Source: an optimization exercise on an open RTL-to-GDS flow (aim: small area, a short achievable clock period and few clock cycles per item). Production flows keep margins and buffers that such runs may drop.
In this exercise RTL edits were held to simulation tests only and were not proved equivalent to the original.
Power and IR drop assume default switching activity.

==> flow/design.v (excerpt) <==
module time_ordered_event_queue
#(
   parameter int DEPTH = 16
) (
   input  wire logic                  clock,
   input  wire logic                  reset,
   input  wire logic                  req_valid,
   output logic                       req_stall,
   input  wire logic                  req_operation,
   input  wire logic [toeq_pkg::TimeWidth-1:0]  req_event_key_time,
   input  wire logic                  req_event_kind,
   input  wire logic [toeq_pkg::IdentWidth-1:0] req_event_ident,
   output logic                       rsp_valid,
   input  wire logic                  rsp_stall,
   output logic                       rsp_head_valid,
   output logic [toeq_pkg::TimeWidth-1:0]       rsp_head_time,
   output logic                       rsp_head_kind,
   output logic [toeq_pkg::IdentWidth-1:0]      rsp_head_ident,
   output logic [toeq_pkg::FillWidth-1:0]       rsp_fill_count,
   output logic [1:0]                 rsp_status
);
   localparam int EW = toeq_pkg::EntryWidth;
   localparam int TW = toeq_pkg::TimeWidth;
   localparam int CountWidth = $clog2(DEPTH + 1);
   logic                  r0_valid;
  ...
For scale: about 5000 cells after synthesis, ~1100 flip-flops, ~110 I/O pins, about 50000 µm² of cells after synthesis.
Settings: LEC_CHECK=0, ABC_AREA=1, CAP_MARGIN=20, CORE_MARGIN=2, CORE_UTILIZATION=40, CTS_CLUSTER_DIAMETER=80, CTS_CLUSTER_SIZE=25, SETUP_SLACK_MARGIN=2.1, SLEW_MARGIN=20; clock period 4.5 ns.
standard.sh (not shown) runs the stock make flow with config.mk's settings and CLKGATE_MAP_FILE= SYNTH_SCRIPT=/design/flow/synth_recipe.tcl, a recipe that flattens the netlist after the stock synthesis.
==> flow/flow/run.sh <==
#!/bin/bash
# Standard layout, except that the port buffers are sky130_fd_sc_hd__buf_4 cells
# (resizable like any buffer) instead of the flow's default pick.
set -euo pipefail
export BUFFER_PORTS_ARGS="-buffer_cell sky130_fd_sc_hd__buf_4"
bash standard.sh > standard.log 2>&1
Testbench counts at the start, summed over its fixed seeds: cycles 16,024, requests 16,000.
==> next run, changes <==
- CORE_UTILIZATION: 40 -> 55
- SETUP_SLACK_MARGIN: 2.1 -> 2.65
Effect: Non-clock buffer count increases by 242. Routed wire length increases by a few percent. Count of clock-buffer cells in the layout increases by 2. Register-to-register slack improved by 0.27 ns. Critical path depth decreases by 11. Worst setup slack improved by 0.32 ns.

========
the baseline:
The RTL this note starts from:
==> flow/design.v <==
`default_nettype none
package toeq_pkg;
   localparam int TimeWidth  = 32;
   localparam int IdentWidth = 16;
   localparam int FillWidth  = 5;
   localparam int EntryWidth = TimeWidth + 1 + IdentWidth;
   typedef enum logic {
      OP_INSERT = 1'b0,
      OP_REMOVE = 1'b1
   } op_type;
   typedef enum logic [1:0] {
      ST_OK    = 2'd0,
      ST_FULL  = 2'd1,
      ST_EMPTY = 2'd2
   } status_type;
endpackage
`default_nettype wire
`default_nettype none
module toeq_cell
(
   input  wire logic                              clock,
   input  wire logic                              write,
   input  wire logic [toeq_pkg::EntryWidth-1:0]   new_entry,
   output logic      [toeq_pkg::EntryWidth-1:0]   entry
);
   logic [toeq_pkg::EntryWidth-1:0] entry_ff;
   always_ff @(posedge clock) begin
      if (write) begin
         entry_ff <= new_entry;
      end
   end
   assign entry = entry_ff;
endmodule
`default_nettype wire
`default_nettype none
module time_ordered_event_queue
#(
   parameter int DEPTH = 16
) (
   input  wire logic                  clock,
   input  wire logic                  reset,
   input  wire logic                  req_valid,
   output logic                       req_stall,
   input  wire logic                  req_operation,
   input  wire logic [toeq_pkg::TimeWidth-1:0]  req_event_key_time,
   input  wire logic                  req_event_kind,
   input  wire logic [toeq_pkg::IdentWidth-1:0] req_event_ident,
   output logic                       rsp_valid,
   input  wire logic                  rsp_stall,
   output logic                       rsp_head_valid,
   output logic [toeq_pkg::TimeWidth-1:0]       rsp_head_time,
   output logic                       rsp_head_kind,
   output logic [toeq_pkg::IdentWidth-1:0]      rsp_head_ident,
   output logic [toeq_pkg::FillWidth-1:0]       rsp_fill_count,
   output logic [1:0]                 rsp_status
);
   localparam int EW = toeq_pkg::EntryWidth;
   localparam int TW = toeq_pkg::TimeWidth;
   localparam int CountWidth = $clog2(DEPTH + 1);
   logic                  r0_valid;
   logic                  r0_ins;      
   logic                  r0_rem;      
   toeq_pkg::status_type  r0_status;
   logic [DEPTH-1:0]      r0_slot;     
   logic [DEPTH-1:0]      r0_lt;       
   logic [DEPTH-1:0][EW-1:0]        slot;
   logic [DEPTH-1:0]                slot_valid;
   logic [DEPTH-1:0][DEPTH-1:0]     ahead_ff;  
   logic [DEPTH-1:0][DEPTH-1:0]     ahead;     
   logic [DEPTH-1:0]                head_oh;
   logic [CountWidth-1:0]           count_ff;
   logic                            empty_ff, one_ff, fifteen_ff;
   logic [DEPTH-1:0]                next_slot;  
   logic                            next_head;  
   logic [DEPTH-1:0]                write_slot;
   logic                  s2_valid;
   toeq_pkg::status_type  s2_status;
   logic                  rsp_valid_ff;
   logic                  rsp_head_valid_ff;
   logic [EW-1:0]         rsp_head_ff;
   logic [CountWidth-1:0] rsp_count_ff;
   toeq_pkg::status_type  rsp_status_ff;
   logic                  full_ff;     
   logic                  rsp_take, s2_move, exec, r0_load, accept;
   logic                  r0_valid_in, s2_valid_in, rsp_valid_in;
   logic                  is_full, ins_ok, rem_ok, full_in, empty_in;
   logic                  r0_ins_in, r0_rem_in;
   logic [DEPTH-1:0]      slot_valid_in, head_oh_in, next_slot_in;
   logic [DEPTH-1:0]      avail, avail_low, behind, second_oh, rest;
   logic                  new_is_head;
   logic [CountWidth-1:0] count_in;
   logic [DEPTH-1:0]      cmp;
   logic [EW-1:0]         head_data;
   function automatic logic time_lt(input logic [TW-1:0] a, input logic [TW-1:0] b);
      logic [TW-1:0] g, p;
      g = ~a & b;
      p = ~a | b;
      for (int w = 1; w < TW; w = w * 2) begin
         for (int k = 0; k + w < TW; k = k + 2 * w) begin
            g[k] = g[k+w] | (p[k+w] & g[k]);
            p[k] = p[k+w] & p[k];
         end
      end
      time_lt = g[0];
   endfunction
   assign rsp_take  = rsp_valid_ff && !rsp_stall;
   assign s2_move   = s2_valid && (!rsp_valid_ff || rsp_take);
   assign req_stall = full_ff && rsp_stall;
   assign r0_load   = !(r0_valid && s2_valid && rsp_valid_ff && rsp_stall);
   assign exec      = r0_valid && r0_load;
   assign accept    = req_valid && r0_load;
   assign r0_valid_in  = accept || (r0_valid && !exec);
   assign s2_valid_in  = exec || (s2_valid && !s2_move);
   assign rsp_valid_in = s2_move || (rsp_valid_ff && !rsp_take);
   assign is_full = count_ff[CountWidth-1];
   assign ins_ok  = r0_valid && r0_ins;
   assign rem_ok  = r0_valid && r0_rem;
   always_comb begin
      count_in = count_ff;
      if (ins_ok) count_in = count_ff + 1'b1;
      if (rem_ok) count_in = count_ff - 1'b1;
   end
   assign full_in  = is_full ? !rem_ok : (fifteen_ff && ins_ok);
   assign empty_in = empty_ff ? !ins_ok : (one_ff && rem_ok);
   assign behind      = slot_valid & ~r0_lt;
   assign new_is_head = (behind == '0);
   assign rest = slot_valid & ~head_oh;
   for (genvar j = 0; j < DEPTH; j++) begin : g_order
      for (genvar k = 0; k < DEPTH; k++) begin : g_pair
         if (j < k) begin : g_upper
            assign ahead[j][k] = ahead_ff[j][k];
            always_ff @(posedge clock) begin
               if (r0_load && ins_ok && r0_slot[j]) begin
                  ahead_ff[j][k] <= r0_lt[k];
               end else if (r0_load && ins_ok && r0_slot[k]) begin
                  ahead_ff[j][k] <= !r0_lt[j];
               end
            end
         end else if (j > k) begin : g_lower
            assign ahead[j][k] = !ahead_ff[k][j];
         end else begin : g_diag
            assign ahead[j][k] = 1'b0;
         end
      end
      always_comb begin
         second_oh[j] = rest[j];
         for (int k = 0; k < DEPTH; k++) begin
            if (rest[k] && ahead[k][j]) second_oh[j] = 1'b0;
         end
      end
   end
   always_comb begin
      slot_valid_in = slot_valid;
      head_oh_in    = head_oh;
      if (ins_ok) begin
         slot_valid_in = slot_valid | r0_slot;
         if (new_is_head) head_oh_in = r0_slot;
      end
      if (rem_ok) begin
         slot_valid_in = slot_valid & ~head_oh;
         head_oh_in    = second_oh;
      end
   end
   assign r0_ins_in = req_valid && req_operation == toeq_pkg::OP_INSERT && !full_in;
   assign r0_rem_in = req_valid && req_operation == toeq_pkg::OP_REMOVE && !empty_in;
   assign write_slot = next_slot | (next_head ? head_oh : '0);
   assign avail = ~slot_valid_in & ~(r0_ins_in ? write_slot : '0);
   for (genvar j = 0; j < DEPTH; j++) begin : g_free
      if (j == 0) begin : g_first
         assign avail_low[j] = avail[j];
      end else begin : g_rest
         assign avail_low[j] = avail[j] && !(|avail[j-1:0]);
      end
   end
   for (genvar j = 0; j < DEPTH; j++) begin : g_slot
      toeq_cell u_cell (
         .clock     (clock),
         .write     (r0_load && write_slot[j]),
         .new_entry ({req_event_key_time, req_event_kind, req_event_ident}),
         .entry     (slot[j])
      );
      assign cmp[j] = time_lt(req_event_key_time, slot[j][EW-1 -: TW]);
   end
   always_comb begin
      head_data = '0;
      for (int j = 0; j < DEPTH; j++) head_data = head_data | ({EW{head_oh[j]}} & slot[j]);
   end
   assign next_slot_in = avail_low;
   always_ff @(posedge clock) begin
      if (reset) begin
         slot_valid <= '0;
         head_oh    <= '0;
         next_slot  <= DEPTH'(1);
         next_head  <= 1'b0;
      end else if (r0_load) begin
         slot_valid <= slot_valid_in;
         head_oh    <= head_oh_in;
         next_slot  <= next_slot_in;
         next_head  <= !(|avail) && r0_rem_in;
      end
   end
   always_ff @(posedge clock) begin
      if (reset) begin
         r0_valid     <= 1'b0;
         count_ff     <= '0;
         empty_ff     <= 1'b1;
         one_ff       <= 1'b0;
         fifteen_ff   <= 1'b0;
         s2_valid     <= 1'b0;
         rsp_valid_ff <= 1'b0;
         full_ff      <= 1'b0;
      end else begin
         r0_valid     <= r0_valid_in;
         if (r0_load) begin
            count_ff   <= count_in;
            empty_ff   <= empty_in;
            one_ff     <= (count_in == CountWidth'(1));
            fifteen_ff <= (count_in == CountWidth'(DEPTH - 1));
         end
         s2_valid     <= s2_valid_in;
         rsp_valid_ff <= rsp_valid_in;
         full_ff      <= r0_valid_in && s2_valid_in && rsp_valid_in;
      end
   end
   always_ff @(posedge clock) begin
      if (r0_load) begin
         r0_ins  <= r0_ins_in;
         r0_rem  <= r0_rem_in;
         r0_slot <= write_slot;
         r0_lt   <= cmp;
         if (req_operation == toeq_pkg::OP_INSERT) begin
            r0_status <= full_in ? toeq_pkg::ST_FULL : toeq_pkg::ST_OK;
         end else begin
            r0_status <= empty_in ? toeq_pkg::ST_EMPTY : toeq_pkg::ST_OK;
         end
      end
      if (exec) begin
         s2_status <= r0_status;
      end
      if (s2_move) begin
         rsp_head_valid_ff <= !empty_ff;
         rsp_head_ff       <= head_data;
         rsp_count_ff      <= count_ff;
         rsp_status_ff     <= s2_status;
      end
   end
   assign rsp_valid      = rsp_valid_ff;
   assign rsp_head_valid = rsp_head_valid_ff;
   assign rsp_head_time  = rsp_head_ff[EW-1 -: TW];
   assign rsp_head_kind  = rsp_head_ff[toeq_pkg::IdentWidth];
   assign rsp_head_ident = rsp_head_ff[toeq_pkg::IdentWidth-1:0];
   assign rsp_fill_count = rsp_count_ff;
   assign rsp_status     = rsp_status_ff;
endmodule
`default_nettype wire
==> flow/config.mk <==
export PLATFORM = sky130hd
export DESIGN_NAME = time_ordered_event_queue
export DESIGN_NICKNAME = time_ordered_event_queue
export VERILOG_FILES = /design/flow/design.v
export SDC_FILE = /design/flow/constraint.sdc
export NUM_CORES = 4
export LEC_CHECK = 0
export ABC_AREA = 1
export CAP_MARGIN = 20
export CORE_MARGIN = 2
export CORE_UTILIZATION = 57
export CTS_CLUSTER_DIAMETER = 80
export CTS_CLUSTER_SIZE = 25
export SETUP_SLACK_MARGIN = 2.42
export SLEW_MARGIN = 20
==> flow/constraint.sdc <==
create_clock -name core_clock -period 4.5 [get_ports {clock}]
set_input_delay 0.9000 -clock core_clock [delete_from_list [all_inputs] [get_ports {clock}]]
set_output_delay 0.9000 -clock core_clock [all_outputs]
set_load 0.01 [all_outputs]
Scripts as last shown in full above: flow/flow/run.sh
The baseline reached the final stage; the timing, design-rule and antenna checks on its layout passed.
Testbench counts of the baseline, summed over its fixed seeds: cycles 16,024, requests 16,000.
Changes in the candidate relative to the baseline:
- SETUP_SLACK_MARGIN now 2.5, was 2.42
- CORE_UTILIZATION now 62, was 57
Notes after the runs:
- The lower number of global-route vias before repair came out of the baseline.
- Diff the baseline -> the candidate: global routing usage on met3 went up by 1.5 points; maximum frequency lower; power comparable; core footprint now sits lower.
- Of the two values seen for category of the most critical setup path, flip-flop to output port was produced by the baseline and flip-flop to flip-flop by the candidate.
- Diff the baseline -> the candidate | delay contributed by the slowest stage of the critical path | increase of 0.04 ns
- Routed via count divided by cell count went up by a few percent going from the baseline to the candidate.

[separate check: timing with driven ports]
The results above use ideal ports. As a check the final layouts listed here were re-extracted and re-timed, cells and wires unchanged. Step 1 sets driving cells, clkbuf_16 on the clock port and buf_2 on the other inputs (assumed; they add their load-dependent delay and slew). Step 2 adds t to the input delays and takes it off the output delays; t is the mean of the earliest and latest rising clock arrival at the registers after step 1. Input paths then give back, and output paths get back, about the clock's delay inside the block. Three values: no drivers, after step 1, after step 2; two values: the first two.
run | shift t [ns] | setup WS [ns] | cell pins on the clock port's net
the first run of note 1 | 0.817 | 2.020 / 2.059 / 1.242 | 1
the second run of note 1 | 0.768 | 2.336 / 2.259 / 1.727 | 1
the baseline | 0.754 | 2.286 / 2.211 / 1.571 | 1
the candidate | 0.751 | 2.258 / 2.219 / 1.629 | 1
After both steps setup and hold are still met in every run listed. For the first run of note 1, which loses most, drivers alone change the setup slack by +0.039 ns; drivers and shift together by -0.778 ns.
